Context: an optimization exercise on an open-source flow, tuned for small area and a short achievable clock period. The choices shown serve that exercise and are no tape-out recipe.
RTL that was checked went through simulation tests only; none was proved equivalent to the original.
No activity file was given, so power comes from the tool's default toggle rates.

==> flow/design.v <==
module fixed_order_selector #(
  parameter int  SAMPLE_W   = 16,
  parameter int  BLOCK_SIZE = 4096,
  parameter int  MAX_ORDER  = 4,
  localparam int RES_W      = SAMPLE_W + MAX_ORDER,
  localparam int IDX_W      = $clog2(BLOCK_SIZE),
  localparam int SUM_W      = RES_W + IDX_W
) (
  input  logic                       iClock,
  input  logic                       iReset_n,
  input  logic                       iEnable,
  input  logic signed [SAMPLE_W-1:0] iSample,
  output logic [2:0]                 oBest,
  output logic [SUM_W-1:0]           oBestSum,
  output logic                       oValid,
  output logic                       oBlockStart
);
  localparam int W0 = SAMPLE_W;
  localparam int W1 = SAMPLE_W + 1;
  localparam int W2 = SAMPLE_W + 2;
  localparam int W3 = SAMPLE_W + 3;
  localparam int W4 = SAMPLE_W + 4;
  localparam int A0 = SAMPLE_W + IDX_W;        
  localparam int A1 = SAMPLE_W + IDX_W;        
  localparam int A2 = SAMPLE_W + IDX_W + 1;    
  localparam int A3 = SAMPLE_W + IDX_W + 2;    
  localparam int A4 = SAMPLE_W + IDX_W + 3;    
  localparam int BW = SAMPLE_W + IDX_W;        
  logic [IDX_W-1:0] idx_r;    
  logic             bs_r;     
  logic             en_r;     
  logic             f0;       
  logic             g1;       
  logic             last0;    
  logic [W0-1:0]    x_r;
  always_ff @(posedge iClock or negedge iReset_n) begin
    if (!iReset_n) begin
      idx_r <= '0;
      bs_r  <= 1'b1;
      en_r  <= 1'b0;
      last0 <= 1'b0;
    end else begin
      en_r  <= iEnable;
      last0 <= iEnable & (&idx_r);
      if (iEnable) begin
        idx_r <= idx_r + 1'b1;
        bs_r  <= &idx_r;
      end
    end
  end
  always_ff @(posedge iClock) begin
    x_r <= iSample & {W0{iEnable}};
    f0  <= iEnable & bs_r;
    g1  <= iEnable & !bs_r;
  end
  assign oBlockStart = bs_r;
  logic t2_0, t3_0, t4_0, t5_0;
  assign t2_0 = !(idx_r == 12'd1 || idx_r == 12'd2);
  assign t3_0 = t2_0 && idx_r != 12'd3;
  assign t4_0 = t3_0 && idx_r != 12'd4;
  assign t5_0 = t4_0 && idx_r != 12'd5;
  logic [W1-1:0] d1;
  logic [W2-1:0] d2;
  logic [W3-1:0] d3;
  logic [W4-1:0] d4;
  logic [W0-1:0] p0;
  logic [W1-1:0] p1;
  logic [W2-1:0] p2;
  logic [W3-1:0] p3;
  logic          v1, v2, v3;
  logic          f1, f2, f3, f4;
  logic          g2, g3, g4;
  logic          t3_1, t4_1, t5_1, t4_2, t5_2, t5_3;
  logic [W1-1:0] n1;
  logic [W2-1:0] n2;
  logic [W3-1:0] n3;
  logic [W4-1:0] n4;
  skl_add #(W1) u_n1 (.a({x_r[W0-1], x_r}), .b(~{p0[W0-1], p0}), .ci(1'b1), .s(n1), .co());
  skl_add #(W2) u_n2 (.a({d1[W1-1], d1}),   .b(~{p1[W1-1], p1}), .ci(1'b1), .s(n2), .co());
  skl_add #(W3) u_n3 (.a({d2[W2-1], d2}),   .b(~{p2[W2-1], p2}), .ci(1'b1), .s(n3), .co());
  skl_add #(W4) u_n4 (.a({d3[W3-1], d3}),   .b(~{p3[W3-1], p3}), .ci(1'b1), .s(n4), .co());
  always_ff @(posedge iClock) begin
    v1 <= en_r;
    v2 <= v1;
    v3 <= v2;
    f1 <= g1 & !t2_0;
    g2 <= g1 &  t2_0;
    t3_1 <= t3_0;
    t4_1 <= t4_0;
    t5_1 <= t5_0;
    f2 <= g2 & !t3_1;
    g3 <= g2 &  t3_1;
    t4_2 <= t4_1;
    t5_2 <= t5_1;
    f3 <= g3 & !t4_2;
    g4 <= g3 &  t4_2;
    t5_3 <= t5_2;
    f4 <= g4 & !t5_3;
    d1 <= n1 & {W1{g1}};
    d2 <= n2 & {W2{g2}};
    d3 <= n3 & {W3{g3}};
    d4 <= n4 & {W4{g4}};
    if (en_r) p0 <= x_r;
    if (v1)   p1 <= d1;
    if (v2)   p2 <= d2;
    if (v3)   p3 <= d3;
  end
  logic [W0-2:0] lo0;  logic [A0-W0:0] hi0;  logic c0;
  logic [W1-2:0] lo1;  logic [A1-W1:0] hi1;  logic c1;
  logic [W2-2:0] lo2;  logic [A2-W2:0] hi2;  logic c2;
  logic [W3-2:0] lo3;  logic [A3-W3:0] hi3;  logic c3;
  logic [W4-2:0] lo4;  logic [A4-W4:0] hi4;  logic c4;
  logic [W0-2:0] sl0;  logic sc0;
  logic [W1-2:0] sl1;  logic sc1;
  logic [W2-2:0] sl2;  logic sc2;
  logic [W3-2:0] sl3;  logic sc3;
  logic [W4-2:0] sl4;  logic sc4;
  skl_add #(W0-1) u_a0 (.a(lo0 & {(W0-1){!f0}}), .b(x_r[W0-2:0] ^ {(W0-1){x_r[W0-1]}}), .ci(x_r[W0-1]), .s(sl0), .co(sc0));
  skl_add #(W1-1) u_a1 (.a(lo1 & {(W1-1){!f1}}), .b(d1[W1-2:0] ^ {(W1-1){d1[W1-1]}}),   .ci(d1[W1-1]),  .s(sl1), .co(sc1));
  skl_add #(W2-1) u_a2 (.a(lo2 & {(W2-1){!f2}}), .b(d2[W2-2:0] ^ {(W2-1){d2[W2-1]}}),   .ci(d2[W2-1]),  .s(sl2), .co(sc2));
  logic [W3-2:0] m3;
  logic [W4-2:0] m4;
  logic          k3a, k3b, k4a, k4b, k4c;
  logic          q3a, q3b, q4a, q4b, q4c;
  assign m3 = lo3 & {(W3-1){!f3}};
  assign m4 = lo4 & {(W4-1){!f4}};
  rca #(6) u_a3a (.a(m3[5:0]),   .b(d3[5:0]   ^ {6{d3[W3-1]}}), .ci(d3[W3-1]),  .s(sl3[5:0]),   .co(q3a));
  rca #(6) u_a3b (.a(m3[11:6]),  .b(d3[11:6]  ^ {6{d3[W3-1]}}), .ci(k3a & !f3), .s(sl3[11:6]),  .co(q3b));
  rca #(6) u_a3c (.a(m3[17:12]), .b(d3[17:12] ^ {6{d3[W3-1]}}), .ci(k3b & !f3), .s(sl3[17:12]), .co(sc3));
  rca #(5) u_a4a (.a(m4[4:0]),   .b(d4[4:0]   ^ {5{d4[W4-1]}}), .ci(d4[W4-1]),  .s(sl4[4:0]),   .co(q4a));
  rca #(5) u_a4b (.a(m4[9:5]),   .b(d4[9:5]   ^ {5{d4[W4-1]}}), .ci(k4a & !f4), .s(sl4[9:5]),   .co(q4b));
  rca #(5) u_a4c (.a(m4[14:10]), .b(d4[14:10] ^ {5{d4[W4-1]}}), .ci(k4b & !f4), .s(sl4[14:10]), .co(q4c));
  rca #(4) u_a4d (.a(m4[18:15]), .b(d4[18:15] ^ {4{d4[W4-1]}}), .ci(k4c & !f4), .s(sl4[18:15]), .co(sc4));
  always_ff @(posedge iClock) begin
    {c0, lo0} <= {sc0, sl0};
    {c1, lo1} <= {sc1, sl1};
    {c2, lo2} <= {sc2, sl2};
    {c3, lo3} <= {sc3, sl3};
    {c4, lo4} <= {sc4, sl4};
    k3a <= q3a;
    k3b <= q3b;
    k4a <= q4a;
    k4b <= q4b;
    k4c <= q4c;
    hi0 <= f0 ? '0 : hi0 + c0;
    hi1 <= f1 ? '0 : hi1 + c1;
    hi2 <= f2 ? '0 : hi2 + c2;
    hi3 <= f3 ? '0 : hi3 + c3;
    hi4 <= f4 ? '0 : hi4 + c4;
  end
  localparam int BL = 16;                  
  localparam int BH = BW - BL;             
  logic [8:0]    ph;      
  logic [BW-1:0] best;
  logic [2:0]    best_i;
  logic [BW-1:0] cand;
  logic          big;     
  logic          lt_lo;   
  logic          s1, s2, s3, s4;    
  always_ff @(posedge iClock or negedge iReset_n) begin
    if (!iReset_n) begin
      ph     <= '0;
      s1     <= 1'b0;
      s2     <= 1'b0;
      s3     <= 1'b0;
      s4     <= 1'b0;
      oValid <= 1'b0;
    end else begin
      ph     <= {ph[7:0], last0};
      s1     <= ph[0] | ph[1];
      s2     <= ph[2] | ph[3];
      s3     <= ph[4] | ph[5];
      s4     <= ph[6] | ph[7];
      oValid <= ph[8];
    end
  end
  always_comb begin
    cand = ({BW{s1}} & {hi1, lo1})
         | ({BW{s2}} & {hi2[A2-W2-1:0], lo2})
         | ({BW{s3}} & {hi3[A3-W3-2:0], lo3})
         | ({BW{s4}} & {hi4[A4-W4-3:0], lo4});
    big  = (s2 & hi2[A2-W2])
         | (s3 & (|hi3[A3-W3:A3-W3-1]))
         | (s4 & (|hi4[A4-W4:A4-W4-2]));
  end
  logic ge_lo;
  skl_add #(BL) u_cmp_lo (.a(cand[BL-1:0]), .b(~best[BL-1:0]), .ci(1'b1), .s(), .co(ge_lo));
  always_ff @(posedge iClock) begin
    lt_lo <= !ge_lo;
  end
  logic ge;
  skl_add #(BH) u_cmp_hi (.a(cand[BW-1:BL]), .b(~best[BW-1:BL]), .ci(!lt_lo), .s(), .co(ge));
  logic take;
  assign take = (ph[2] | ph[4] | ph[6] | ph[8]) & !big & !ge;
  always_ff @(posedge iClock) begin
    if (ph[0]) begin
      best   <= {hi0 + c0, lo0};
      best_i <= 3'd0;
    end else if (take) begin
      best   <= cand;
      best_i <= {ph[8], ph[4] | ph[6], ph[2] | ph[6]};
    end
  end
  assign oBest    = best_i;
  assign oBestSum = {{(SUM_W-BW){1'b0}}, best};
endmodule
module skl_add #(
  parameter int N = 16
) (
  input  logic [N-1:0] a,
  input  logic [N-1:0] b,
  input  logic         ci,
  output logic [N-1:0] s,
  output logic         co
);
  localparam int L = $clog2(N + 1);
  logic [N:0] g [0:L];
  logic [N:0] p [0:L];
  always_comb begin
    g[0][0] = ci;
    p[0][0] = 1'b0;
    for (int i = 0; i < N; i++) begin
      g[0][i+1] = a[i] & b[i];
      p[0][i+1] = a[i] ^ b[i];
    end
    for (int l = 0; l < L; l++) begin
      for (int i = 0; i <= N; i++) begin
        if (((i >> l) & 1) == 1) begin
          g[l+1][i] = g[l][i] | (p[l][i] & g[l][((i >> l) << l) - 1]);
          p[l+1][i] = p[l][i] & p[l][((i >> l) << l) - 1];
        end else begin
          g[l+1][i] = g[l][i];
          p[l+1][i] = p[l][i];
        end
      end
    end
    for (int i = 0; i < N; i++) begin
      s[i] = p[0][i+1] ^ g[L][i];
    end
    co = g[L][N];
  end
endmodule
module rca #(
  parameter int N = 8
) (
  input  logic [N-1:0] a,
  input  logic [N-1:0] b,
  input  logic         ci,
  output logic [N-1:0] s,
  output logic         co
);
  logic [N:0] c;
  always_comb begin
    c[0] = ci;
    for (int i = 0; i < N; i++) begin
      s[i]   = a[i] ^ b[i] ^ c[i];
      c[i+1] = (a[i] & b[i]) | (a[i] & c[i]) | (b[i] & c[i]);
    end
    co = c[N];
  end
endmodule
Settings: LEC_CHECK=0, CAP_MARGIN=20, CORE_MARGIN=2, CORE_UTILIZATION=60, CTS_BUF_LIST=sky130_fd_sc_hd__clkbuf_8, CTS_CLUSTER_DIAMETER=60, CTS_CLUSTER_SIZE=30, SLEW_MARGIN=60; clock period 11.0 ns.
standard.sh (not shown) runs the stock make flow with config.mk's settings and CLKGATE_MAP_FILE= SYNTH_SCRIPT=/design/flow/synth_recipe.tcl, a recipe that flattens the netlist after the stock synthesis.
==> flow/flow/run.sh <==
#!/bin/bash
set -euo pipefail
export BUFFER_PORTS_ARGS="-buffer_cell sky130_fd_sc_hd__buf_4"
bash standard.sh > standard.log 2>&1
Change:
--- a/flow/design.v
+++ b/flow/design.v
@@ -116,34 +116,18 @@
   logic [W3-2:0] sl3;  logic sc3;
   logic [W4-2:0] sl4;  logic sc4;
   skl_add #(W0-1) u_a0 (.a(lo0 & {(W0-1){!f0}}), .b(x_r[W0-2:0] ^ {(W0-1){x_r[W0-1]}}), .ci(x_r[W0-1]), .s(sl0), .co(sc0));
   skl_add #(W1-1) u_a1 (.a(lo1 & {(W1-1){!f1}}), .b(d1[W1-2:0] ^ {(W1-1){d1[W1-1]}}),   .ci(d1[W1-1]),  .s(sl1), .co(sc1));
   skl_add #(W2-1) u_a2 (.a(lo2 & {(W2-1){!f2}}), .b(d2[W2-2:0] ^ {(W2-1){d2[W2-1]}}),   .ci(d2[W2-1]),  .s(sl2), .co(sc2));
-  logic [W3-2:0] m3;
-  logic [W4-2:0] m4;
-  logic          k3a, k3b, k4a, k4b, k4c;
-  logic          q3a, q3b, q4a, q4b, q4c;
-  assign m3 = lo3 & {(W3-1){!f3}};
-  assign m4 = lo4 & {(W4-1){!f4}};
-  rca #(6) u_a3a (.a(m3[5:0]),   .b(d3[5:0]   ^ {6{d3[W3-1]}}), .ci(d3[W3-1]),  .s(sl3[5:0]),   .co(q3a));
-  rca #(6) u_a3b (.a(m3[11:6]),  .b(d3[11:6]  ^ {6{d3[W3-1]}}), .ci(k3a & !f3), .s(sl3[11:6]),  .co(q3b));
-  rca #(6) u_a3c (.a(m3[17:12]), .b(d3[17:12] ^ {6{d3[W3-1]}}), .ci(k3b & !f3), .s(sl3[17:12]), .co(sc3));
-  rca #(5) u_a4a (.a(m4[4:0]),   .b(d4[4:0]   ^ {5{d4[W4-1]}}), .ci(d4[W4-1]),  .s(sl4[4:0]),   .co(q4a));
-  rca #(5) u_a4b (.a(m4[9:5]),   .b(d4[9:5]   ^ {5{d4[W4-1]}}), .ci(k4a & !f4), .s(sl4[9:5]),   .co(q4b));
-  rca #(5) u_a4c (.a(m4[14:10]), .b(d4[14:10] ^ {5{d4[W4-1]}}), .ci(k4b & !f4), .s(sl4[14:10]), .co(q4c));
-  rca #(4) u_a4d (.a(m4[18:15]), .b(d4[18:15] ^ {4{d4[W4-1]}}), .ci(k4c & !f4), .s(sl4[18:15]), .co(sc4));
+  skl_add #(W3-1) u_a3 (.a(lo3 & {(W3-1){!f3}}), .b(d3[W3-2:0] ^ {(W3-1){d3[W3-1]}}),   .ci(d3[W3-1]),  .s(sl3), .co(sc3));
+  skl_add #(W4-1) u_a4 (.a(lo4 & {(W4-1){!f4}}), .b(d4[W4-2:0] ^ {(W4-1){d4[W4-1]}}),   .ci(d4[W4-1]),  .s(sl4), .co(sc4));
   always_ff @(posedge iClock) begin
     {c0, lo0} <= {sc0, sl0};
     {c1, lo1} <= {sc1, sl1};
     {c2, lo2} <= {sc2, sl2};
     {c3, lo3} <= {sc3, sl3};
     {c4, lo4} <= {sc4, sl4};
-    k3a <= q3a;
-    k3b <= q3b;
-    k4a <= q4a;
-    k4b <= q4b;
-    k4c <= q4c;
     hi0 <= f0 ? '0 : hi0 + c0;
     hi1 <= f1 ? '0 : hi1 + c1;
     hi2 <= f2 ? '0 : hi2 + c2;
     hi3 <= f3 ? '0 : hi3 + c3;
     hi4 <= f4 ? '0 : hi4 + c4;
@@ -238,24 +222,5 @@
       s[i] = p[0][i+1] ^ g[L][i];
     end
     co = g[L][N];
   end
 endmodule
-module rca #(
-  parameter int N = 8
-) (
-  input  logic [N-1:0] a,
-  input  logic [N-1:0] b,
-  input  logic         ci,
-  output logic [N-1:0] s,
-  output logic         co
-);
-  logic [N:0] c;
-  always_comb begin
-    c[0] = ci;
-    for (int i = 0; i < N; i++) begin
-      s[i]   = a[i] ^ b[i] ^ c[i];
-      c[i+1] = (a[i] & b[i]) | (a[i] & c[i]) | (b[i] & c[i]);
-    end
-    co = c[N];
-  end
-endmodule
- The changed run finished clean
- worst setup slack gains 6.2 ps
- non-clock buffer count drops by 1
- power climbs by 12%
- area after synthesis climbs by 3.3%
- routed wire length climbs by about 6%
The RTL of the second run of this note was laid out without a check of its function.

==> static timing again, ports no longer ideal <==
How much do the figures lean on ideal ports? The routed layouts below were timed once more, with nothing changed but the port constraints. Step 1 assumes that a clkbuf_16 drives the clock port and a buf_2 every other input. Step 2 also shifts input and output timing later by t, the mid clock arrival at the registers, as if the neighbouring blocks saw the same clock. Three values: ideal ports, drivers, drivers and shift; two values: the first two.
run	shift t [ns]	setup WS [ns]	hold WS [ns]	worst setup path after step 2
the first run	0.600	7.550 / 7.500 / 7.498	0.351 / 0.351 / 0.351	input to register
the second run	0.597	7.556 / 7.507 / 7.494	0.340 / 0.340 / 0.340	input to register
After both steps setup and hold are still met in every run listed. For the second run, which loses most, drivers alone change the setup slack by -0.049 ns; drivers and shift together by -0.062 ns.
